This is an optimization exercise on Yosys and OpenROAD, whose aim is small area, a short achievable clock period and few clock cycles per item, not a production implementation. In this exercise RTL edits were held to simulation tests only and were not proved equivalent to the original. No activity file was given, so power comes from the tool's default toggle rates.

File: config.mk
export PLATFORM = sky130hd
export DESIGN_NAME = erf_smoothed_box_profile
export DESIGN_NICKNAME = erf_smoothed_box_profile
export VERILOG_FILES = /design/flow/design.v
export SDC_FILE = /design/flow/constraint.sdc
export NUM_CORES = 4
export LEC_CHECK = 0
export CAP_MARGIN = 20
export CORE_MARGIN = 2
export CORE_UTILIZATION = 40
export SLEW_MARGIN = 20
File: constraint.sdc
create_clock -name core_clock -period 15.0 [get_ports {i_clk}]
set_input_delay 3.0000 -clock core_clock [delete_from_list [all_inputs] [get_ports {i_clk}]]
set_output_delay 3.0000 -clock core_clock [all_outputs]
set_load 0.01 [all_outputs]
File: design.v
package erfsb_pkg;
    localparam int SIX_Q16 = 393216;
endpackage
module erfsb_mul (
    input  logic signed [32:0] i_a,
    input  logic signed [16:0] i_b,
    input  logic               i_neg,
    input  logic               i_six,
    output logic [49:0]        o_s,
    output logic [49:0]        o_c
);
    localparam int R = 9;
    logic [17:0] w_bx;
    logic [49:0] w_pp [R+1];
    always_comb begin
        w_bx = {i_b, 1'b0};
        w_pp[R] = '0;
        for (int r = 0; r < R; r++) begin
            logic [2:0]  g;
            logic        one, two, neg;
            logic [34:0] a2;
            logic [34:0] v;
            g   = (r == R - 1) ? {i_b[16], i_b[16], i_b[15]} : w_bx[2*r +: 3];
            one = g[1] ^ g[0];
            two = (g == 3'b011) || (g == 3'b100);
            neg = (one || two) && ((g[2] && !(g[1] && g[0])) ^ i_neg);
            a2  = {{2{i_a[32]}}, i_a};
            v   = one ? a2 : (two ? {a2[33:0], 1'b0} : 35'd0);
            v   = neg ? ~v : v;
            w_pp[r] = 50'($signed(v)) << (2*r);
            w_pp[R][2*r] = neg;
        end
        w_pp[R][17] = i_six;
        w_pp[R][18] = i_six;
    end
    function automatic void f_csa(input logic [49:0] x, input logic [49:0] y, input logic [49:0] z,
                                  output logic [49:0] s, output logic [49:0] c);
        s = x ^ y ^ z;
        c = ((x & y) | (x & z) | (y & z)) << 1;
    endfunction
    logic [49:0] w_l1 [7];
    logic [49:0] w_l2 [5];
    logic [49:0] w_l3 [4];
    logic [49:0] w_l4 [3];
    always_comb begin
        f_csa(w_pp[0], w_pp[1], w_pp[2], w_l1[0], w_l1[1]);
        f_csa(w_pp[3], w_pp[4], w_pp[5], w_l1[2], w_l1[3]);
        f_csa(w_pp[6], w_pp[7], w_pp[8], w_l1[4], w_l1[5]);
        w_l1[6] = w_pp[9];
        f_csa(w_l1[0], w_l1[1], w_l1[2], w_l2[0], w_l2[1]);
        f_csa(w_l1[3], w_l1[4], w_l1[5], w_l2[2], w_l2[3]);
        w_l2[4] = w_l1[6];
        f_csa(w_l2[0], w_l2[1], w_l2[2], w_l3[0], w_l3[1]);
        w_l3[2] = w_l2[3];
        w_l3[3] = w_l2[4];
        f_csa(w_l3[0], w_l3[1], w_l3[2], w_l4[0], w_l4[1]);
        w_l4[2] = w_l3[3];
        f_csa(w_l4[0], w_l4[1], w_l4[2], o_s, o_c);
    end
endmodule
module erfsb_erf (
    input  logic [8:0]  i_m,
    output logic [16:0] o_e
);
    logic [16:0] w_e0;
    logic [16:0] w_e1;
    logic [16:0] w_e2;
    always_comb begin
        case (i_m[6:0])
            7'd0: w_e0 = 17'd424;
            7'd1: w_e0 = 17'd1273;
            7'd2: w_e0 = 17'd2122;
            7'd3: w_e0 = 17'd2971;
            7'd4: w_e0 = 17'd3819;
            7'd5: w_e0 = 17'd4668;
            7'd6: w_e0 = 17'd5517;
            7'd7: w_e0 = 17'd6366;
            7'd8: w_e0 = 17'd7215;
            7'd9: w_e0 = 17'd8064;
            7'd10: w_e0 = 17'd8913;
            7'd11: w_e0 = 17'd9761;
            7'd12: w_e0 = 17'd10610;
            7'd13: w_e0 = 17'd11459;
            7'd14: w_e0 = 17'd12308;
            7'd15: w_e0 = 17'd13157;
            7'd16: w_e0 = 17'd14006;
            7'd17: w_e0 = 17'd14855;
            7'd18: w_e0 = 17'd15703;
            7'd19: w_e0 = 17'd16552;
            7'd20: w_e0 = 17'd17401;
            7'd21: w_e0 = 17'd18234;
            7'd22: w_e0 = 17'd18984;
            7'd23: w_e0 = 17'd19734;
            7'd24: w_e0 = 17'd20484;
            7'd25: w_e0 = 17'd21234;
            7'd26: w_e0 = 17'd21984;
            7'd27: w_e0 = 17'd22734;
            7'd28: w_e0 = 17'd23484;
            7'd29: w_e0 = 17'd24234;
            7'd30: w_e0 = 17'd24984;
            7'd31: w_e0 = 17'd25734;
            7'd32: w_e0 = 17'd26485;
            7'd33: w_e0 = 17'd27235;
            7'd34: w_e0 = 17'd27985;
            7'd35: w_e0 = 17'd28735;
            7'd36: w_e0 = 17'd29485;
            7'd37: w_e0 = 17'd30235;
            7'd38: w_e0 = 17'd30985;
            7'd39: w_e0 = 17'd31735;
            7'd40: w_e0 = 17'd32485;
            7'd41: w_e0 = 17'd33235;
            7'd42: w_e0 = 17'd33985;
            7'd43: w_e0 = 17'd34599;
            7'd44: w_e0 = 17'd35184;
            7'd45: w_e0 = 17'd35770;
            7'd46: w_e0 = 17'd36356;
            7'd47: w_e0 = 17'd36941;
            7'd48: w_e0 = 17'd37527;
            7'd49: w_e0 = 17'd38113;
            7'd50: w_e0 = 17'd38699;
            7'd51: w_e0 = 17'd39284;
            7'd52: w_e0 = 17'd39870;
            7'd53: w_e0 = 17'd40456;
            7'd54: w_e0 = 17'd41041;
            7'd55: w_e0 = 17'd41627;
            7'd56: w_e0 = 17'd42213;
            7'd57: w_e0 = 17'd42798;
            7'd58: w_e0 = 17'd43384;
            7'd59: w_e0 = 17'd43970;
            7'd60: w_e0 = 17'd44556;
            7'd61: w_e0 = 17'd45141;
            7'd62: w_e0 = 17'd45727;
            7'd63: w_e0 = 17'd46313;
            7'd64: w_e0 = 17'd46808;
            7'd65: w_e0 = 17'd47212;
            7'd66: w_e0 = 17'd47616;
            7'd67: w_e0 = 17'd48020;
            7'd68: w_e0 = 17'd48424;
            7'd69: w_e0 = 17'd48828;
            7'd70: w_e0 = 17'd49232;
            7'd71: w_e0 = 17'd49636;
            7'd72: w_e0 = 17'd50040;
            7'd73: w_e0 = 17'd50445;
            7'd74: w_e0 = 17'd50849;
            7'd75: w_e0 = 17'd51253;
            7'd76: w_e0 = 17'd51657;
            7'd77: w_e0 = 17'd52061;
            7'd78: w_e0 = 17'd52465;
            7'd79: w_e0 = 17'd52869;
            7'd80: w_e0 = 17'd53273;
            7'd81: w_e0 = 17'd53677;
            7'd82: w_e0 = 17'd54082;
            7'd83: w_e0 = 17'd54486;
            7'd84: w_e0 = 17'd54890;
            7'd85: w_e0 = 17'd55268;
            7'd86: w_e0 = 17'd55514;
            7'd87: w_e0 = 17'd55760;
            7'd88: w_e0 = 17'd56007;
            7'd89: w_e0 = 17'd56253;
            7'd90: w_e0 = 17'd56499;
            7'd91: w_e0 = 17'd56746;
            7'd92: w_e0 = 17'd56992;
            7'd93: w_e0 = 17'd57239;
            7'd94: w_e0 = 17'd57485;
            7'd95: w_e0 = 17'd57731;
            7'd96: w_e0 = 17'd57978;
            7'd97: w_e0 = 17'd58224;
            7'd98: w_e0 = 17'd58470;
            7'd99: w_e0 = 17'd58717;
            7'd100: w_e0 = 17'd58963;
            7'd101: w_e0 = 17'd59210;
            7'd102: w_e0 = 17'd59456;
            7'd103: w_e0 = 17'd59702;
            7'd104: w_e0 = 17'd59949;
            7'd105: w_e0 = 17'd60195;
            7'd106: w_e0 = 17'd60441;
            7'd107: w_e0 = 17'd60593;
            7'd108: w_e0 = 17'd60726;
            7'd109: w_e0 = 17'd60859;
            7'd110: w_e0 = 17'd60991;
            7'd111: w_e0 = 17'd61124;
            7'd112: w_e0 = 17'd61257;
            7'd113: w_e0 = 17'd61390;
            7'd114: w_e0 = 17'd61522;
            7'd115: w_e0 = 17'd61655;
            7'd116: w_e0 = 17'd61788;
            7'd117: w_e0 = 17'd61921;
            7'd118: w_e0 = 17'd62053;
            7'd119: w_e0 = 17'd62186;
            7'd120: w_e0 = 17'd62319;
            7'd121: w_e0 = 17'd62452;
            7'd122: w_e0 = 17'd62584;
            7'd123: w_e0 = 17'd62717;
            7'd124: w_e0 = 17'd62850;
            7'd125: w_e0 = 17'd62983;
            7'd126: w_e0 = 17'd63115;
            7'd127: w_e0 = 17'd63248;
            default: w_e0 = 17'd65536;
        endcase
    end
    always_comb begin
        case (i_m[6:0])
            7'd0: w_e1 = 17'd63346;
            7'd1: w_e1 = 17'd63409;
            7'd2: w_e1 = 17'd63472;
            7'd3: w_e1 = 17'd63536;
            7'd4: w_e1 = 17'd63599;
            7'd5: w_e1 = 17'd63662;
            7'd6: w_e1 = 17'd63725;
            7'd7: w_e1 = 17'd63788;
            7'd8: w_e1 = 17'd63852;
            7'd9: w_e1 = 17'd63915;
            7'd10: w_e1 = 17'd63978;
            7'd11: w_e1 = 17'd64041;
            7'd12: w_e1 = 17'd64104;
            7'd13: w_e1 = 17'd64168;
            7'd14: w_e1 = 17'd64231;
            7'd15: w_e1 = 17'd64294;
            7'd16: w_e1 = 17'd64357;
            7'd17: w_e1 = 17'd64420;
            7'd18: w_e1 = 17'd64483;
            7'd19: w_e1 = 17'd64547;
            7'd20: w_e1 = 17'd64610;
            7'd21: w_e1 = 17'd64667;
            7'd22: w_e1 = 17'd64693;
            7'd23: w_e1 = 17'd64720;
            7'd24: w_e1 = 17'd64747;
            7'd25: w_e1 = 17'd64773;
            7'd26: w_e1 = 17'd64800;
            7'd27: w_e1 = 17'd64826;
            7'd28: w_e1 = 17'd64853;
            7'd29: w_e1 = 17'd64879;
            7'd30: w_e1 = 17'd64906;
            7'd31: w_e1 = 17'd64932;
            7'd32: w_e1 = 17'd64959;
            7'd33: w_e1 = 17'd64985;
            7'd34: w_e1 = 17'd65012;
            7'd35: w_e1 = 17'd65038;
            7'd36: w_e1 = 17'd65065;
            7'd37: w_e1 = 17'd65091;
            7'd38: w_e1 = 17'd65118;
            7'd39: w_e1 = 17'd65144;
            7'd40: w_e1 = 17'd65171;
            7'd41: w_e1 = 17'd65198;
            7'd42: w_e1 = 17'd65224;
            7'd43: w_e1 = 17'd65237;
            7'd44: w_e1 = 17'd65247;
            7'd45: w_e1 = 17'd65257;
            7'd46: w_e1 = 17'd65266;
            7'd47: w_e1 = 17'd65276;
            7'd48: w_e1 = 17'd65286;
            7'd49: w_e1 = 17'd65296;
            7'd50: w_e1 = 17'd65306;
            7'd51: w_e1 = 17'd65316;
            7'd52: w_e1 = 17'd65326;
            7'd53: w_e1 = 17'd65336;
            7'd54: w_e1 = 17'd65346;
            7'd55: w_e1 = 17'd65355;
            7'd56: w_e1 = 17'd65365;
            7'd57: w_e1 = 17'd65375;
            7'd58: w_e1 = 17'd65385;
            7'd59: w_e1 = 17'd65395;
            7'd60: w_e1 = 17'd65405;
            7'd61: w_e1 = 17'd65415;
            7'd62: w_e1 = 17'd65425;
            7'd63: w_e1 = 17'd65435;
            7'd64: w_e1 = 17'd65441;
            7'd65: w_e1 = 17'd65444;
            7'd66: w_e1 = 17'd65448;
            7'd67: w_e1 = 17'd65451;
            7'd68: w_e1 = 17'd65454;
            7'd69: w_e1 = 17'd65457;
            7'd70: w_e1 = 17'd65461;
            7'd71: w_e1 = 17'd65464;
            7'd72: w_e1 = 17'd65467;
            7'd73: w_e1 = 17'd65470;
            7'd74: w_e1 = 17'd65473;
            7'd75: w_e1 = 17'd65477;
            7'd76: w_e1 = 17'd65480;
            7'd77: w_e1 = 17'd65483;
            7'd78: w_e1 = 17'd65486;
            7'd79: w_e1 = 17'd65490;
            7'd80: w_e1 = 17'd65493;
            7'd81: w_e1 = 17'd65496;
            7'd82: w_e1 = 17'd65499;
            7'd83: w_e1 = 17'd65503;
            7'd84: w_e1 = 17'd65506;
            7'd85: w_e1 = 17'd65509;
            7'd86: w_e1 = 17'd65510;
            7'd87: w_e1 = 17'd65511;
            7'd88: w_e1 = 17'd65511;
            7'd89: w_e1 = 17'd65512;
            7'd90: w_e1 = 17'd65513;
            7'd91: w_e1 = 17'd65514;
            7'd92: w_e1 = 17'd65515;
            7'd93: w_e1 = 17'd65516;
            7'd94: w_e1 = 17'd65517;
            7'd95: w_e1 = 17'd65518;
            7'd96: w_e1 = 17'd65519;
            7'd97: w_e1 = 17'd65520;
            7'd98: w_e1 = 17'd65521;
            7'd99: w_e1 = 17'd65522;
            7'd100: w_e1 = 17'd65523;
            7'd101: w_e1 = 17'd65524;
            7'd102: w_e1 = 17'd65525;
            7'd103: w_e1 = 17'd65526;
            7'd104: w_e1 = 17'd65526;
            7'd105: w_e1 = 17'd65527;
            7'd106: w_e1 = 17'd65528;
            7'd107: w_e1 = 17'd65529;
            7'd108: w_e1 = 17'd65529;
            7'd109: w_e1 = 17'd65529;
            7'd110: w_e1 = 17'd65530;
            7'd111: w_e1 = 17'd65530;
            7'd112: w_e1 = 17'd65530;
            7'd113: w_e1 = 17'd65530;
            7'd114: w_e1 = 17'd65531;
            7'd115: w_e1 = 17'd65531;
            7'd116: w_e1 = 17'd65531;
            7'd117: w_e1 = 17'd65532;
            7'd118: w_e1 = 17'd65532;
            7'd119: w_e1 = 17'd65532;
            7'd120: w_e1 = 17'd65532;
            7'd121: w_e1 = 17'd65533;
            7'd122: w_e1 = 17'd65533;
            7'd123: w_e1 = 17'd65533;
            7'd124: w_e1 = 17'd65534;
            7'd125: w_e1 = 17'd65534;
            7'd126: w_e1 = 17'd65534;
            7'd127: w_e1 = 17'd65534;
            default: w_e1 = 17'd65536;
        endcase
    end
    always_comb begin
        case (i_m[6:0])
            7'd0: w_e2 = 17'd65535;
            7'd1: w_e2 = 17'd65535;
            7'd2: w_e2 = 17'd65535;
            7'd3: w_e2 = 17'd65535;
            7'd4: w_e2 = 17'd65535;
            7'd5: w_e2 = 17'd65535;
            7'd6: w_e2 = 17'd65535;
            7'd7: w_e2 = 17'd65535;
            7'd8: w_e2 = 17'd65535;
            7'd9: w_e2 = 17'd65535;
            7'd10: w_e2 = 17'd65535;
            7'd11: w_e2 = 17'd65535;
            7'd12: w_e2 = 17'd65535;
            7'd13: w_e2 = 17'd65535;
            7'd14: w_e2 = 17'd65535;
            7'd15: w_e2 = 17'd65535;
            7'd16: w_e2 = 17'd65535;
            7'd17: w_e2 = 17'd65535;
            7'd18: w_e2 = 17'd65535;
            7'd19: w_e2 = 17'd65535;
            7'd20: w_e2 = 17'd65535;
            7'd21: w_e2 = 17'd65536;
            7'd22: w_e2 = 17'd65536;
            7'd23: w_e2 = 17'd65536;
            7'd24: w_e2 = 17'd65536;
            7'd25: w_e2 = 17'd65536;
            7'd26: w_e2 = 17'd65536;
            7'd27: w_e2 = 17'd65536;
            7'd28: w_e2 = 17'd65536;
            7'd29: w_e2 = 17'd65536;
            7'd30: w_e2 = 17'd65536;
            7'd31: w_e2 = 17'd65536;
            7'd32: w_e2 = 17'd65536;
            7'd33: w_e2 = 17'd65536;
            7'd34: w_e2 = 17'd65536;
            7'd35: w_e2 = 17'd65536;
            7'd36: w_e2 = 17'd65536;
            7'd37: w_e2 = 17'd65536;
            7'd38: w_e2 = 17'd65536;
            7'd39: w_e2 = 17'd65536;
            7'd40: w_e2 = 17'd65536;
            7'd41: w_e2 = 17'd65536;
            7'd42: w_e2 = 17'd65536;
            7'd43: w_e2 = 17'd65536;
            7'd44: w_e2 = 17'd65536;
            7'd45: w_e2 = 17'd65536;
            7'd46: w_e2 = 17'd65536;
            7'd47: w_e2 = 17'd65536;
            7'd48: w_e2 = 17'd65536;
            7'd49: w_e2 = 17'd65536;
            7'd50: w_e2 = 17'd65536;
            7'd51: w_e2 = 17'd65536;
            7'd52: w_e2 = 17'd65536;
            7'd53: w_e2 = 17'd65536;
            7'd54: w_e2 = 17'd65536;
            7'd55: w_e2 = 17'd65536;
            7'd56: w_e2 = 17'd65536;
            7'd57: w_e2 = 17'd65536;
            7'd58: w_e2 = 17'd65536;
            7'd59: w_e2 = 17'd65536;
            7'd60: w_e2 = 17'd65536;
            7'd61: w_e2 = 17'd65536;
            7'd62: w_e2 = 17'd65536;
            7'd63: w_e2 = 17'd65536;
            7'd64: w_e2 = 17'd65536;
            7'd65: w_e2 = 17'd65536;
            7'd66: w_e2 = 17'd65536;
            7'd67: w_e2 = 17'd65536;
            7'd68: w_e2 = 17'd65536;
            7'd69: w_e2 = 17'd65536;
            7'd70: w_e2 = 17'd65536;
            7'd71: w_e2 = 17'd65536;
            7'd72: w_e2 = 17'd65536;
            7'd73: w_e2 = 17'd65536;
            7'd74: w_e2 = 17'd65536;
            7'd75: w_e2 = 17'd65536;
            7'd76: w_e2 = 17'd65536;
            7'd77: w_e2 = 17'd65536;
            7'd78: w_e2 = 17'd65536;
            7'd79: w_e2 = 17'd65536;
            7'd80: w_e2 = 17'd65536;
            7'd81: w_e2 = 17'd65536;
            7'd82: w_e2 = 17'd65536;
            7'd83: w_e2 = 17'd65536;
            7'd84: w_e2 = 17'd65536;
            7'd85: w_e2 = 17'd65536;
            7'd86: w_e2 = 17'd65536;
            7'd87: w_e2 = 17'd65536;
            7'd88: w_e2 = 17'd65536;
            7'd89: w_e2 = 17'd65536;
            7'd90: w_e2 = 17'd65536;
            7'd91: w_e2 = 17'd65536;
            7'd92: w_e2 = 17'd65536;
            7'd93: w_e2 = 17'd65536;
            7'd94: w_e2 = 17'd65536;
            7'd95: w_e2 = 17'd65536;
            7'd96: w_e2 = 17'd65536;
            7'd97: w_e2 = 17'd65536;
            7'd98: w_e2 = 17'd65536;
            7'd99: w_e2 = 17'd65536;
            7'd100: w_e2 = 17'd65536;
            7'd101: w_e2 = 17'd65536;
            7'd102: w_e2 = 17'd65536;
            7'd103: w_e2 = 17'd65536;
            7'd104: w_e2 = 17'd65536;
            7'd105: w_e2 = 17'd65536;
            7'd106: w_e2 = 17'd65536;
            7'd107: w_e2 = 17'd65536;
            7'd108: w_e2 = 17'd65536;
            7'd109: w_e2 = 17'd65536;
            7'd110: w_e2 = 17'd65536;
            7'd111: w_e2 = 17'd65536;
            7'd112: w_e2 = 17'd65536;
            7'd113: w_e2 = 17'd65536;
            7'd114: w_e2 = 17'd65536;
            7'd115: w_e2 = 17'd65536;
            7'd116: w_e2 = 17'd65536;
            7'd117: w_e2 = 17'd65536;
            7'd118: w_e2 = 17'd65536;
            7'd119: w_e2 = 17'd65536;
            7'd120: w_e2 = 17'd65536;
            7'd121: w_e2 = 17'd65536;
            7'd122: w_e2 = 17'd65536;
            7'd123: w_e2 = 17'd65536;
            7'd124: w_e2 = 17'd65536;
            7'd125: w_e2 = 17'd65536;
            7'd126: w_e2 = 17'd65536;
            7'd127: w_e2 = 17'd65536;
            default: w_e2 = 17'd65536;
        endcase
    end
    assign o_e = (i_m[8:7] == 2'd0) ? w_e0 : (i_m[8:7] == 2'd1) ? w_e1 : (i_m[8:7] == 2'd2) ? w_e2 : 17'd65536;
endmodule
import erfsb_pkg::*;
module erf_smoothed_box_profile (
    input  logic               i_clk,
    input  logic               i_rst_n,
    input  logic               i_valid,
    output logic               o_stall,
    input  logic               i_mode,
    input  logic [4:0]         i_param_index,
    input  logic signed [31:0] i_param_value,
    input  logic [11:0]        i_point_index,
    output logic               o_valid,
    input  logic               i_stall,
    output logic [11:0]        o_point_out,
    output logic signed [47:0] o_density,
    input  logic               i_cfg_we,
    input  logic [2:0]         i_cfg_idx,
    input  logic [31:0]        i_cfg_data
);
    localparam logic [3:0] EN_IDLE = 4'd0;
    localparam logic [3:0] EN_PREP = 4'd1;
    localparam logic [3:0] EN_BOX  = 4'd2;
    localparam logic [3:0] EN_J    = 4'd3;
    localparam logic [3:0] EN_E    = 4'd4;
    localparam logic [3:0] EN_P1   = 4'd5;
    localparam logic [3:0] EN_P2   = 4'd6;
    localparam logic [3:0] EN_P3   = 4'd7;
    localparam logic [3:0] EN_P4   = 4'd8;
    localparam logic [3:0] EN_FIN  = 4'd9;
    logic signed [31:0] r_scale;
    logic [15:0]        r_inv;
    logic [4:0]         r_bcnt;
    logic [15:0]        r_psp;
    logic [23:0]        r_loff;
    logic [23:0]        r_bsp;
    logic signed [31:0] r_param [17];
    logic signed [47:0] r_step  [16];
    logic signed [47:0] r_super;
    logic               r_b0v, r_b1v;
    logic               r_b0m, r_b1m;
    logic [4:0]         r_b0i, r_b1i;
    logic [31:0]        r_b0d, r_b1d;
    logic               r_stall;
    logic               r_l1v, r_l2v, r_l3v, r_l4v;
    logic [4:0]         r_l1i, r_l2i, r_l3i, r_l4i;
    logic signed [32:0] r_la;
    logic [15:0]        r_lsh;
    logic [49:0]        r_ms, r_mc;
    logic signed [49:0] r_p;
    logic               r_dbusy;
    logic [4:0]         r_dcnt;
    logic [18:0]        r_dnum;
    logic [16:0]        r_drem;
    logic [18:0]        r_dq;
    logic [18:0]        r_h;
    logic signed [19:0] r_l;
    logic               r_dirty;
    logic signed [47:0] r_rsat;
    logic signed [31:0] r_ths;
    logic               r_e1v, r_emv, r_e2v;
    logic [11:0]        r_e1x, r_emx, r_e2x;
    logic signed [31:0] r_emp, r_e2p;
    logic               r_e2fs, r_e2fz;
    logic [3:0]         r_en;
    logic [4:0]         r_k;
    logic signed [55:0] r_acc;
    logic signed [31:0] r_d;
    logic [8:0]         r_m;
    logic               r_pos;
    logic [15:0]        r_e;
    logic               r_eneg;
    logic               r_ov, r_sv;
    logic [11:0]        r_opt, r_spt;
    logic signed [47:0] r_dens, r_sdens;
    logic [4:0] w_n;
    logic       w_inv0;
    logic       w_acc_item;
    logic       w_ld_idle;
    logic       w_cfg_any;
    assign w_n        = (r_bcnt > 5'd16) ? 5'd16 : r_bcnt;
    assign w_inv0     = (r_inv == 16'd0);
    assign w_acc_item = i_valid && !r_stall;
    assign w_ld_idle  = !r_l1v && !r_l2v && !r_l3v && !r_l4v;
    assign w_cfg_any  = i_cfg_we && (i_cfg_idx <= 3'd5);
    function automatic logic signed [47:0] f_clamp2(input logic signed [55:0] a);
        logic signed [56:0] v;
        v = {a, 1'b0};
        if (v[56:47] == {10{v[56]}}) f_clamp2 = v[47:0];
        else if (v[56])              f_clamp2 = {1'b1, {47{1'b0}}};
        else                         f_clamp2 = {1'b0, {47{1'b1}}};
    endfunction
    logic signed [47:0] w_stepk;
    assign w_stepk = r_step[r_k[3:0]];
    logic w_last;
    assign w_last = ((r_k + 5'd1) >= w_n);
    logic w_fin;
    logic w_e2_go, w_e2_free, w_em_go, w_em_free, w_e1_go, w_e1_free;
    logic w_disp_ev, w_disp_ld, w_pop;
    logic w_ev_ok;
    logic w_slow_start, w_prep_start;
    assign w_fin      = (r_en == EN_FIN);
    assign w_e2_go    = r_e2v && (r_e2fs || r_e2fz || w_fin) && !r_sv;
    assign w_e2_free  = !r_e2v || w_e2_go;
    assign w_em_go    = r_emv && w_e2_free;
    assign w_em_free  = !r_emv || w_em_go;
    assign w_e1_go    = r_e1v && w_em_free;
    assign w_e1_free  = !r_e1v || w_e1_go;
    assign w_slow_start = r_e2v && !r_e2fs && !r_e2fz && (r_en == EN_IDLE);
    assign w_ev_ok   = !r_dirty && !r_dbusy && w_ld_idle && (r_en != EN_PREP);
    assign w_disp_ev = r_b0v && r_b0m && w_ev_ok && w_e1_free;
    assign w_disp_ld = r_b0v && !r_b0m && !r_l1v && !r_e1v && !r_emv && !r_e2v &&
                       (r_en == EN_IDLE || r_en == EN_PREP);
    assign w_pop     = w_disp_ev || w_disp_ld;
    assign w_prep_start = (r_en == EN_IDLE) && !w_slow_start && r_dirty && !r_dbusy && w_ld_idle &&
                          !r_e1v && !r_emv && !r_e2v && !w_disp_ld && !w_cfg_any;
    logic signed [31:0] w_pos;
    assign w_pos = 32'(r_e1x) * 32'(r_psp) - 32'(r_loff);
    logic               w_sel_ld, w_sel_t, w_sel_p1, w_sel_p2;
    logic signed [32:0] w_ma;
    logic signed [16:0] w_mb;
    logic               w_mneg;
    logic [49:0]        w_ms, w_mc;
    logic signed [49:0] w_mp;
    assign w_sel_ld = r_l1v || r_l2v;
    assign w_sel_t  = (r_en == EN_BOX);
    assign w_sel_p1 = (r_en == EN_P1);
    assign w_sel_p2 = (r_en == EN_P2);
    always_comb begin
        w_ma   = '0;
        w_mb   = '0;
        w_mneg = 1'b0;
        if (w_sel_ld) begin
            w_ma = r_la;
            w_mb = r_l1v ? {1'b0, r_scale[15:0]} : {r_lsh[15], r_lsh};
        end else if (w_sel_t) begin
            w_ma = 33'(r_d);
            w_mb = {1'b0, r_inv};
        end else if (w_sel_p1 || w_sel_p2) begin
            w_ma   = w_sel_p1 ? {9'd0, w_stepk[23:0]} : 33'($signed(w_stepk[47:24]));
            w_mb   = {1'b0, r_e};
            w_mneg = r_eneg;
        end
    end
    erfsb_mul u_mul (
        .i_a   (w_ma),
        .i_b   (w_mb),
        .i_neg (w_mneg),
        .i_six (w_sel_t),
        .o_s   (w_ms),
        .o_c   (w_mc)
    );
    assign w_mp = $signed(r_ms + r_mc);
    logic [11:0] w_u;
    logic [27:0] w_u3;
    logic [10:0] w_jr;
    logic [9:0]  w_j;
    logic [16:0] w_e;
    assign w_u  = w_mp[19:8];
    assign w_u3 = 28'(w_u) * 28'd43691;
    assign w_jr = w_u3[27:17];
    assign w_j  = (w_jr >= 11'd1024) ? 10'd1023 : w_jr[9:0];
    erfsb_erf u_erf (
        .i_m (r_m),
        .o_e (w_e)
    );
    logic w_sat, w_nz;
    assign w_sat = !w_inv0 && (33'(r_d) > $signed({14'd0, r_h}));
    assign w_nz  = w_inv0 || (33'(r_d) > 33'(r_l));
    logic signed [55:0] w_opb;
    logic signed [55:0] w_sum;
    always_comb begin
        if (r_l4v)                                     w_opb = 56'(r_p);
        else if (r_en == EN_P3)                        w_opb = 56'(r_p >>> 16);
        else if (r_en == EN_P4)                        w_opb = 56'(r_p) <<< 8;
        else if (r_en == EN_E && !w_e[16])             w_opb = 56'(w_stepk);
        else                                           w_opb = 56'($signed({w_stepk, 1'b0}));
    end
    assign w_sum = r_acc + w_opb;
    logic signed [47:0] w_res;
    assign w_res = w_fin ? f_clamp2(r_acc) : (r_e2fs ? r_rsat : f_clamp2(56'(r_super)));
    always_ff @(posedge i_clk) begin
        if (!i_rst_n) begin
            r_scale <= 32'sd65536;
            r_inv   <= 16'd256;
            r_bcnt  <= 5'd1;
            r_psp   <= 16'd85;
            r_loff  <= '0;
            r_bsp   <= 24'd256;
            r_super <= '0;
            r_b0v   <= 1'b0;
            r_b1v   <= 1'b0;
            r_stall <= 1'b0;
            r_l1v   <= 1'b0;
            r_l2v   <= 1'b0;
            r_l3v   <= 1'b0;
            r_l4v   <= 1'b0;
            r_dbusy <= 1'b0;
            r_h     <= 19'd1536;
            r_l     <= -20'sd1536;
            r_dirty <= 1'b1;
            r_e1v   <= 1'b0;
            r_emv   <= 1'b0;
            r_e2v   <= 1'b0;
            r_en    <= EN_IDLE;
            r_ov    <= 1'b0;
            r_sv    <= 1'b0;
        end else begin
            if (i_cfg_we) begin
                case (i_cfg_idx)
                    3'd0: r_scale <= i_cfg_data;
                    3'd1: r_inv   <= i_cfg_data[15:0];
                    3'd2: r_bcnt  <= i_cfg_data[4:0];
                    3'd3: r_psp   <= i_cfg_data[15:0];
                    3'd4: r_loff  <= i_cfg_data[23:0];
                    3'd5: r_bsp   <= i_cfg_data[23:0];
                    default: ;
                endcase
            end
            begin
                logic nb0v, nb1v, hm;
                nb0v = r_b0v;
                nb1v = r_b1v;
                if (w_pop) begin
                    nb0v = r_b1v;
                    nb1v = 1'b0;
                end
                if (w_acc_item) begin
                    if (!nb0v) nb0v = 1'b1;
                    else       nb1v = 1'b1;
                end
                hm = w_pop ? (r_b1v ? r_b1m : i_mode) : (r_b0v ? r_b0m : i_mode);
                r_b0v <= nb0v;
                r_b1v <= nb1v;
                r_stall <= nb1v || (nb0v && !hm);
            end
            r_l1v <= w_disp_ld && (r_b0i <= 5'd16);
            r_l2v <= r_l1v;
            r_l3v <= r_l2v;
            r_l4v <= r_l3v;
            if (r_l4v && r_l4i == 5'd0) r_super <= 48'(w_sum);
            if (i_cfg_we && i_cfg_idx == 3'd1) begin
                r_dbusy <= 1'b1;
            end else if (r_dbusy && r_dcnt == 5'd19) begin
                r_dbusy <= 1'b0;
                r_h     <= r_dq;
                r_l     <= -$signed({1'b0, r_dq}) - $signed({19'd0, (r_drem != 17'd0)});
            end
            if (w_disp_ld || w_cfg_any)                r_dirty <= 1'b1;
            else if (r_en == EN_PREP && r_k >= w_n)    r_dirty <= 1'b0;
            if (w_disp_ev)    r_e1v <= 1'b1;
            else if (w_e1_go) r_e1v <= 1'b0;
            if (w_e1_go)      r_emv <= 1'b1;
            else if (w_em_go) r_emv <= 1'b0;
            if (w_em_go)      r_e2v <= 1'b1;
            else if (w_e2_go) r_e2v <= 1'b0;
            case (r_en)
                EN_IDLE: begin
                    if (w_slow_start)      r_en <= EN_BOX;
                    else if (w_prep_start) r_en <= EN_PREP;
                end
                EN_PREP: begin
                    if (w_disp_ld || w_cfg_any || r_k >= w_n) r_en <= EN_IDLE;
                end
                EN_BOX: begin
                    if (w_sat)     r_en <= w_last ? EN_FIN : EN_BOX;
                    else if (w_nz) r_en <= EN_J;
                    else           r_en <= EN_FIN;
                end
                EN_J:  r_en <= EN_E;
                EN_E: begin
                    if (w_e[16]) r_en <= w_last ? EN_FIN : EN_BOX;
                    else         r_en <= EN_P1;
                end
                EN_P1: r_en <= EN_P2;
                EN_P2: r_en <= EN_P3;
                EN_P3: r_en <= EN_P4;
                EN_P4: r_en <= w_last ? EN_FIN : EN_BOX;
                EN_FIN: if (!r_sv) r_en <= EN_IDLE;
                default: r_en <= EN_IDLE;
            endcase
            if (!r_ov || !i_stall) begin
                r_ov <= r_sv || w_e2_go;
                r_sv <= 1'b0;
            end else if (w_e2_go) begin
                r_sv <= 1'b1;
            end
        end
    end
    always_ff @(posedge i_clk) begin
        if (w_pop) begin
            r_b0m <= r_b1v ? r_b1m : i_mode;
            r_b0i <= r_b1v ? r_b1i : i_param_index;
            r_b0d <= r_b1v ? r_b1d : (i_mode ? 32'(i_point_index) : i_param_value);
        end else if (!r_b0v) begin
            r_b0m <= i_mode;
            r_b0i <= i_param_index;
            r_b0d <= i_mode ? 32'(i_point_index) : i_param_value;
        end
        if (!r_b1v) begin
            r_b1m <= i_mode;
            r_b1i <= i_param_index;
            r_b1d <= i_mode ? 32'(i_point_index) : i_param_value;
        end
        if (w_disp_ld) begin
            r_l1i <= r_b0i;
            r_lsh <= r_scale[31:16];
            if (r_b0i == 5'd0) r_la <= 33'($signed(r_b0d));
            else               r_la <= 33'($signed(r_b0d)) - 33'(r_param[r_b0i - 5'd1]);
            if (r_b0i <= 5'd16) r_param[r_b0i] <= r_b0d;
        end
        r_l2i <= r_l1i;
        r_l3i <= r_l2i;
        r_l4i <= r_l3i;
        if (r_l4v && r_l4i != 5'd0) begin
            r_step[r_l4i[3:0] - 4'd1] <= 48'(w_sum >>> 1);
        end
        r_ms <= w_ms;
        r_mc <= w_mc;
        r_p  <= w_mp;
        if (i_cfg_we && i_cfg_idx == 3'd1) begin
            r_dcnt <= '0;
            r_dnum <= 19'(SIX_Q16);
            r_drem <= '0;
            r_dq   <= '0;
        end else if (r_dbusy && r_dcnt != 5'd19) begin
            logic [17:0] a1;
            logic        q1;
            a1 = {r_drem, r_dnum[18]};
            q1 = (a1 >= {2'd0, r_inv});
            r_drem <= q1 ? 17'(a1 - {2'd0, r_inv}) : a1[16:0];
            r_dq   <= {r_dq[17:0], q1};
            r_dnum <= {r_dnum[17:0], 1'b0};
            r_dcnt <= r_dcnt + 5'd1;
        end
        if (w_disp_ev) r_e1x <= r_b0d[11:0];
        if (w_e1_go) begin
            r_emx <= r_e1x;
            r_emp <= w_pos;
        end
        if (w_em_go) begin
            r_e2x  <= r_emx;
            r_e2p  <= r_emp;
            r_e2fs <= (w_n != 5'd0) && !w_inv0 && (r_emp > r_ths);
            r_e2fz <= (w_n == 5'd0) || (!w_inv0 && (r_emp <= 32'(r_l)));
        end
        if (r_l2v) begin
            r_acc <= 56'(w_mp >>> 16);
        end else if (r_l4v) begin
        end else begin
            case (r_en)
                EN_IDLE: if (w_slow_start || w_prep_start) r_acc <= 56'(r_super);
                EN_PREP: if (r_k < w_n) r_acc <= w_sum;
                EN_BOX:  if (w_sat) r_acc <= w_sum;
                EN_E:    if (!w_e[16] || r_pos) r_acc <= w_sum;
                EN_P3:   r_acc <= w_sum;
                EN_P4:   r_acc <= w_sum;
                default: ;
            endcase
        end
        case (r_en)
            EN_IDLE: begin
                r_k <= '0;
                r_d <= w_slow_start ? r_e2p : 32'(r_h);
            end
            EN_PREP: begin
                if (r_k < w_n) begin
                    if (r_k != 5'd0) r_d <= r_d + 32'(r_bsp);
                    r_k <= r_k + 5'd1;
                end else begin
                    r_rsat <= f_clamp2(r_acc);
                    r_ths  <= r_d;
                end
            end
            EN_BOX: begin
                r_d <= r_d - 32'(r_bsp);
                if (w_sat) r_k <= r_k + 5'd1;
            end
            EN_J: begin
                r_pos <= w_j[9];
                r_m   <= w_j[9] ? w_j[8:0] : ~w_j[8:0];
            end
            EN_E: begin
                r_e    <= w_e[15:0];
                r_eneg <= !r_pos;
                if (w_e[16]) r_k <= r_k + 5'd1;
            end
            EN_P4: r_k <= r_k + 5'd1;
            default: ;
        endcase
        if (!r_ov || !i_stall) begin
            if (r_sv) begin
                r_opt  <= r_spt;
                r_dens <= r_sdens;
            end else if (w_e2_go) begin
                r_opt  <= r_e2x;
                r_dens <= w_res;
            end
        end else if (w_e2_go) begin
            r_spt   <= r_e2x;
            r_sdens <= w_res;
        end
    end
    assign o_stall     = r_stall;
    assign o_valid     = r_ov;
    assign o_point_out = r_opt;
    assign o_density   = r_dens;
endmodule
File: run.sh
#!/bin/bash
# synth_recipe.tcl (not shown) runs the flow's synth.tcl, then flattens the netlist and writes it again
# the make line also repeats each setting of config.mk as NAME=value (left out here)
make -C /OpenROAD-flow-scripts/flow DESIGN_CONFIG=/design/flow/config.mk WORK_HOME=/design/flow/orfs CLKGATE_MAP_FILE= SYNTH_SCRIPT=/design/flow/synth_recipe.tcl finish
==> flow_metrics.py <==
metrics = {
    "final_layout": {
        "drive_gt1_frac": 0.1286,
        "instances_no_fill": 14970,
        "final_nets": 11716,
        "nFillCells": 28356,
        "postLayoutCoreUtil": 0.4516,
        "syn2layout_area_growth_pct": 12.38,
    },
    "power_and_ir_drop": {
        "peakVddDrop_uv": 153.9,
        "pwr-share-comb": 0.360,
        "clkPwrFrac": 0.261,
        "p_leak_nw": 53.17,
        "pwr-share-seq": 0.379,
        "cellPowerDensity_nw_per_um2": 175.7,
        "p_switching_w": 0.009234,
        "swShare": 0.3662,
        "p_int_w": 0.01598,
        "power_w": 0.02521,
    },
    "detailed_routing": {
        "routed-via-count": 87229,
        "dr.pass1.iters": 12,
        "postRouteAntennaNets": 0,
        "drt_iter0_drc": 9739,
        "routed_wl_um": 398200,
        "viasPerCell": 5.827,
        "drt-wirelength-per-cell_um": 26.60,
        "drc": 0,
    },
    "logic_synthesis": {
        "synth_top_area_frac": 0.4277,
        "ys_warn_count": 8,
        "netlist_area_um2": 127700,
        "ys_top_cells_by_area": "edfxtp_1 (43%), dfxtp_1 (7.8%), fa_1 (7.4%)",
        "synthDistinctLibCells": 103,
        "synth-async-reset-ratio": 0,
        "synth_most_common_cell": "edfxtp_1",
        "syn_inst": 10523,
        "ys_ff_latch": 2318,
        "synthFlopType": "edfxtp_1",
        "synth_commonest_cells": "edfxtp_1 (1,819), nand2_1 (1,099), inv_1 (846)",
        "synth_enable_flop_cells": 1819,
        "ys_seq_area_frac": 0.5059,
        "postSynthNetCount": 11660,
        "synth_area_per_cell_um2": 12.14,
        "yosysTopAreaCell": "edfxtp_1",
    },
    "clock_tree": {
        "clk_root_buffer_cell": "clkbuf_16",
        "cts.htree.levels": 5,
        "cts_hold_buf": 0,
        "clk_path_buf_depth": 4,
        "tritoncts": "done",
        "numClockSinks": 2318,
        "post-cts-setup-buffers": 0,
        "numCtsBuffers": 267,
        "worstSkewPairLatency_ns": 0.93,
        "cts_resized": 0,
        "clk_pin_slew_ns": 0.07,
    },
    "die": {
        "die_w_um": 569.1,
        "rows": 207,
        "die_y_um": 569.1,
        "start_util": 0.4019,
        "design.core.area_um2": 317800,
        "dieArea_um2": 323800,
        "pin_count": 152,
    },
    "flow_run": {
        "cap_violations": 0,
    },
    "worst_hold_path": {
        "hp-start": "r_l2i[3]",
        "min_delay_worst_endpoint": "r_l3i[3]",
        "worstHoldPathCells": 0,
        "hold_path_class": "register to register",
    },
    "sta": {
        "relSlewSlack": 0.1876,
        "worst_pin_slew_ns": 1.210,
        "timing.fmax_ghz": 0.09146,
        "fin_tns_setup_ns": 0,
        "final_max_slew_viol_count": 0,
        "setup_viol": 0,
        "skew_ns": 0.09207,
        "timing.final.crit_share": 0.7289,
        "setup_ws_ns": 4.067,
        "fin_crit_ns": 10.93,
        "rsz0062_at_grt": "false",
        "hold_violations": 0,
    },
    "worst_setup_path": {
        "ff2ff_path_depth": 37,
        "max_stage_delay_ns": 0.77,
        "crit_fanout": 29,
        "cp_slowest_cell": "a2111oi_0",
        "worst_setup_path_start_kind": "register",
        "path_class": "register to register",
        "cp.arrival_ns": 11.62,
        "timing.rr.end": "u_erf.w_e1[0]",
        "rrSetupSlack_ns": 4.07,
        "critPathRequiredTime_ns": 15.69,
        "rr_startpoint": "r_ms[1]",
        "end_kind": "register",
    },
    "run_status": {
        "status": "complete, no violations",
    },
    "grt": {
        "grt_max_degree": 97,
        "antenna_found_initial": 18,
        "grt_pass1_vias": 86985,
        "grtUsageTotal": 0.2413,
        "grt_pass1_wl_um": 582900,
        "gr-total-overflow": 0,
    },
    "place": {
        "numPortBuffers": 151,
        "place_ws_ns": 4.246,
        "place_inst": 14489,
        "hpwl_um": 271400,
        "globalplace.congestion": 0.9331,
    },
}
metal layers:
layer / track usage / wire length, µm / vias to the layer above
li1: - / - / 38216
met1: 0.3319 / 166100 / 44447
met2: 0.3721 / 178100 / 3758
met3: 0.04145 / 32990 / 800
met4: 0.1124 / 20950 / 8
met5: 0 / 48 / -
kinds of logic after synthesis:
kind of cell,after synthesis,share of synthesized area
fa+ha+maj,1047,0.1301
xor+xnor,562,0.03880
flops,2318,0.5059
simple gates,2253,0.07756
mux,677,0.09394
compound gates,2217,0.1105
buf+inv,1449,0.04318
power groups by stage:
stage	clock network, W	logic [W]	registers, W
finish	0.00658	0.00908	0.00955
global placement	0	0.00870	0.00965
global route	0.00693	0.00990	0.00958
detailed placement	0	0.00892	0.00966
floorplan	0	0.00589	0.00931
CTS	0.00669	0.00897	0.00953
flip-flops by register name, indices dropped and copies added (netlist names), 50 cells and up, named ones only:
name	count
r_p	50
r_step	768
r_param	544
r_ms	50
r_acc	56
worst max path at each step:
stage | start | end | slack (ns) | cells past startpoint
2_1_floorplan | r_ms[1] | u_erf.w_e0[2] | 5.79 | 42
3_3_place_gp | r_ms[1] | u_erf.w_e0[7] | 4.20 | 39
3_5_place_dp | r_ms[1] | u_erf.w_e0[7] | 4.25 | 39
4_1_cts | r_ms[1] | u_erf.w_e0[7] | 4.23 | 39
5_1_grt | r_ms[1] | u_erf.w_e1[0] | 3.40 | 37
6_report | r_ms[1] | u_erf.w_e1[0] | 4.07 | 37
cells in the final DEF, fill, tap and decap left out, types with 400 or more instances in the layout:
master / instances
edfxtp_1: 1819
mux4_2: 400
ha_1: 576
a21oi_1: 722
nor2_1: 490
nand2_1: 1088
dfxtp_1: 491
fa_1: 469
o21ai_0: 401
inv_1: 844
worst max-delay path: cells and delay by family (launching register included):
kind                       cells  cell delay, ns
DFF                            1            0.30
AOI/OAI and AO/OA             20            5.70
adders and majority gates      8            2.96
and+or+nand+nor                2            0.26
xor gates and xnor gates       2            0.72
buffers and inverters          5            0.77
area by class of cell:
| cell class | instances | area, µm² | share of cell area |
|---|---|---|---|
| clock buffers | 341 | 7216 | 0.05027 |
| repair buffers | 386 | 3332 | 0.02321 |
| multi-input cells | 6756 | 58340 | 0.4064 |
| clock inverters | 136 | 1575 | 0.01098 |
| inverters | 850 | 3196 | 0.02226 |
| diodes | 3 | 7.507 | 0.00005230 |
| flip-flops and latches | 2318 | 64640 | 0.4503 |
| well taps | 4180 | 5230 | 0.03644 |
per-stage QoR:
step / instance area, µm² / hold WS, ns
floorplan: 127700 / 0.3096
global route: 143500 / 0.3285
CTS: 143400 / 0.3164
global placement: 134600 / 0.3117
detailed placement: 134600 / 0.3121
finish: 143500 / 0.3163
Testbench counts, summed over its fixed seeds: cycles 1,268, points 512.

[separate check: timing with driven ports]
How much do the figures lean on ideal ports? The routed layout below was timed once more, with nothing changed but the port constraints. Step 1: set_driving_cell puts a clkbuf_16 on i_clk and a buf_2 on each other input, an assumption about the parent block. Step 2 moves the port delays by t, midway between the first and last clock arrival at a register: inputs arrive t later, outputs are due t later. That takes back most of the time a late clock gives input paths. Slacks: ideal ports / drivers / drivers and shift; pairs: ideal ports / drivers.
t, ns: 0.974
setup slack, ns: 4.067 / 4.067 / 4.067
hold WS [ns]: 0.316 / 0.316 / 0.316
After both steps setup and hold are still met in this run. The setup slack of this run moves by 0.000 ns with the drivers and by 0.000 ns with both steps.
